Source: an optimization exercise on an open RTL-to-GDS flow (aim: small area, a short achievable clock period and few clock cycles per item). Production flows keep margins and buffers that such runs may drop. Only simulation tests tie the RTL to the original design; equivalence was not proved.

// tri_setup_top
module tri_setup_top (
	input  logic          clk100,
	input  logic          rst_n,
	input  logic          next_frame,
	input  logic [71:0]   vtx_data,
	input  logic          vtx_empty,
	input  logic          tri_wait,
	output logic          vtx_pop,
	output logic [125:0]  tri_data,
	output logic          tri_push
);
	localparam int CW  = tri_setup_pkg::COORD_W;     
	localparam int NQ  = tri_setup_pkg::QUOT_BITS;   
	localparam int NR4 = NQ / 2;                     
	localparam int DS  = 1;                          
	localparam int LS  = DS + NR4;                   
	assign vtx_pop = !vtx_empty && !tri_wait && !next_frame && rst_n;
	logic v [0:LS];
	always_ff @(posedge clk100 or negedge rst_n)
	begin
		if (!rst_n)
			for (int s = 0; s <= LS; s++)
				v[s] <= 1'b0;
		else if (next_frame)
			for (int s = 0; s <= LS; s++)
				v[s] <= 1'b0;
		else
		begin
			v[0] <= vtx_pop;
			for (int s = 1; s <= LS; s++)
				v[s] <= v[s-1];
		end
	end
	logic [CW-1:0] vx [0:2];
	logic [CW-1:0] vy [0:2];
	always_comb
		for (int i = 0; i < 3; i++)
		begin
			vx[i] = vtx_data[(5-i)*CW +: CW];
			vy[i] = vtx_data[(2-i)*CW +: CW];
		end
	logic [CW-1:0] p_dy  [0:2];
	logic [CW-1:0] p_adx [0:2];
	logic          p_neg [0:2];
	logic          p_le  [0:2];    
	logic          p_row [0:2];    
	for (genvar p = 0; p < 3; p++)
	begin : g_pair
		localparam int I = (p == 2) ? 1 : 0;
		localparam int J = (p == 0) ? 1 : 2;
		logic [CW-1:0] yd_f, yd_b, xd_f, xd_b;
		logic          yge_f, yge_b, xge_f, xge_b;
		sub_ge #(.W(CW)) u_yf (.a(vy[J]), .b(vy[I]), .ge(yge_f), .diff(yd_f));
		sub_ge #(.W(CW)) u_yb (.a(vy[I]), .b(vy[J]), .ge(yge_b), .diff(yd_b));
		sub_ge #(.W(CW)) u_xf (.a(vx[J]), .b(vx[I]), .ge(xge_f), .diff(xd_f));
		sub_ge #(.W(CW)) u_xb (.a(vx[I]), .b(vx[J]), .ge(xge_b), .diff(xd_b));
		assign p_le[p]  = yge_f;
		assign p_dy[p]  = yge_f ? yd_f : yd_b;
		assign p_adx[p] = xge_f ? xd_f : xd_b;
		assign p_neg[p] = yge_f ? !xge_f : !xge_b;
		assign p_row[p] = vy[I][CW-1:2] == vy[J][CW-1:2];
	end
	logic [5:0]    o;
	logic [CW-1:0] e_dy  [0:2];
	logic [CW-1:0] e_adx [0:2];
	logic          e_neg [0:2];
	logic [CW-1:0] h_xtop, h_xright, h_ytop;
  ...
For scale: ~10000 cells after synthesis, roughly 210 I/O pins, ~0.11 mm² of cells after synthesis.
clock: 4.5 ns
lec_check: 0
cap_margin: 20
core_margin: 2
core_utilization: 70
setup_slack_margin: 1.4
slew_margin: 20
run.sh (not shown) runs the stock make flow with config.mk's settings and CLKGATE_MAP_FILE= SYNTH_SCRIPT=/design/flow/synth_recipe.tcl, a recipe that flattens the netlist after the stock synthesis.
The baseline produced a clean layout.
Testbench counts at the start, summed over its fixed seeds: cycles 1,704, items 1,600.
Rerun with:
Settings changed: CORE_UTILIZATION 70 to 55, SETUP_SLACK_MARGIN 1.4 to 1.9.
Cell count goes up by 6.8%.
Worst hold slack loses 79 ps.

== rev 12 ==
tri_setup_top, a different RTL version from the one above (not shown whole).
Size: about 10000 cells after synthesis, roughly 210 I/O pins, ~100000 um^2 of cells after synthesis.
clock: 4.5 ns
lec_check: 0
cap_margin: 20
core_margin: 2
core_utilization: 55
setup_slack_margin: 1.4
slew_margin: 20
No stage failed in rev 12, and the final checks on the layout all came back clean.
Testbench counts of rev 12, summed over its fixed seeds: cycles 1,696, items 1,600.
The following lists how rev 13 was set up differently from rev 12:
# rev 12
export LEC_CHECK = 0
export CAP_MARGIN = 20
export CORE_MARGIN = 2
export CORE_UTILIZATION = 55
export SETUP_SLACK_MARGIN = 1.4
export SLEW_MARGIN = 20
create_clock -name core_clock -period 4.5 [get_ports {clk100}]
# rev 13
export LEC_CHECK = 0
export CAP_MARGIN = 20
export CORE_MARGIN = 2
export CORE_UTILIZATION = 55
export SETUP_SLACK_MARGIN = 1.0
export SLEW_MARGIN = 20
create_clock -name core_clock -period 4.5 [get_ports {clk100}]
Rev 13 ended up with met4 as its top routing layer in use; rev 12 ended up with met5.
Per the comparison of rev 13 with rev 12, global-route usage dropped 0.80 points, wire length per cell after detailed routing dropped 0.70 um, register-to-register slack dropped 0.15 ns, final worst setup slack dropped 0.10 ns.

== run a ==
Another version of the RTL of tri_setup_top (not shown whole).
Size in the first run: roughly 13000 cells after synthesis, roughly 2300 flip-flops, roughly 110000 um2 of cells after synthesis.
==> flow/config.mk <==
export PLATFORM = sky130hd
export DESIGN_NAME = tri_setup_top
export DESIGN_NICKNAME = tri_setup_top
export VERILOG_FILES = /design/flow/design.v
export SDC_FILE = /design/flow/constraint.sdc
export NUM_CORES = 4
export LEC_CHECK = 0
export ABC_AREA = 1
export CAP_MARGIN = 20
export CORE_MARGIN = 2
export CORE_UTILIZATION = 55
export SETUP_SLACK_MARGIN = 1.6
export SLEW_MARGIN = 20
==> flow/constraint.sdc <==
create_clock -name core_clock -period 4.5 [get_ports {clk100}]
set_input_delay 0.9000 -clock core_clock [delete_from_list [all_inputs] [get_ports {clk100}]]
set_output_delay 0.9000 -clock core_clock [all_outputs]
set_load 0.01 [all_outputs]
Run a reached the end of the flow, and the finished layout is clean on the timing, DRC and antenna checks.
Testbench counts of run a, summed over its fixed seeds: cycles 1,704, items 1,600.
For run b, these inputs were changed with respect to run a:
Settings: changing CORE_UTILIZATION from 55 to 45.
### Flow results
Run b: worst setup slack 0.0068 ns below run a
Sequential-to-total area share from yosys stat came out exactly the same in run a and run b.
Going from run a to run b, overall routing resource usage saw a decrease, first-pass GRT wire length went up.
Total number of vias: run a vs run b, no meaningful difference
Run b ends up with a clock period minus final worst setup slack that is 0.0067 ns higher than in run a.
Run b has standard cell core area above what run a had.
Between run a and run b, instance area at placement is higher for run b, run a comes in under that.
Between run a and run b, the share of the cycle needed by the critical path after routing figures differ only marginally.

[static timing again, ports no longer ideal]
In the flow no input, the clock included, has a driving cell. The finished layouts below were timed again as built, in two steps. Step 1, drivers: a clkbuf_16 drives clk100 and a buf_2 each remaining input, both assumed. Step 2 moves the port delays by t, midway between the first and last clock arrival at a register: inputs arrive t later, outputs are due t later. That takes back most of the time a late clock gives input paths. Slacks: ideal ports / drivers / drivers and shift; pairs: ideal ports / drivers.
run | shift t [ns] | setup WS [ns] | worst setup path at the end | slew at the worst register clock pin (ns)
the first run of note 1 | 0.949 | 1.036 / 1.036 / 0.447 | input to register | 0.07 / 0.07
the second run of note 1 | 0.954 | 1.371 / 1.371 / 0.487 | input to register | 0.07 / 0.07
rev 12 | 0.934 | 1.151 / 1.055 / 0.560 | input to register | 0.07 / 0.07
rev 13 | 0.936 | 1.050 / 0.964 / 0.168 | input to register | 0.08 / 0.08
run a | 0.924 | 1.631 / 1.615 / 0.770 | input to register | 0.07 / 0.07
run b | 0.982 | 1.624 / 1.628 / 0.709 | input to register | 0.08 / 0.08
After both steps every run listed still meets setup and hold. For run b, which loses most, drivers alone change the setup slack by +0.004 ns; drivers and shift together by -0.915 ns.
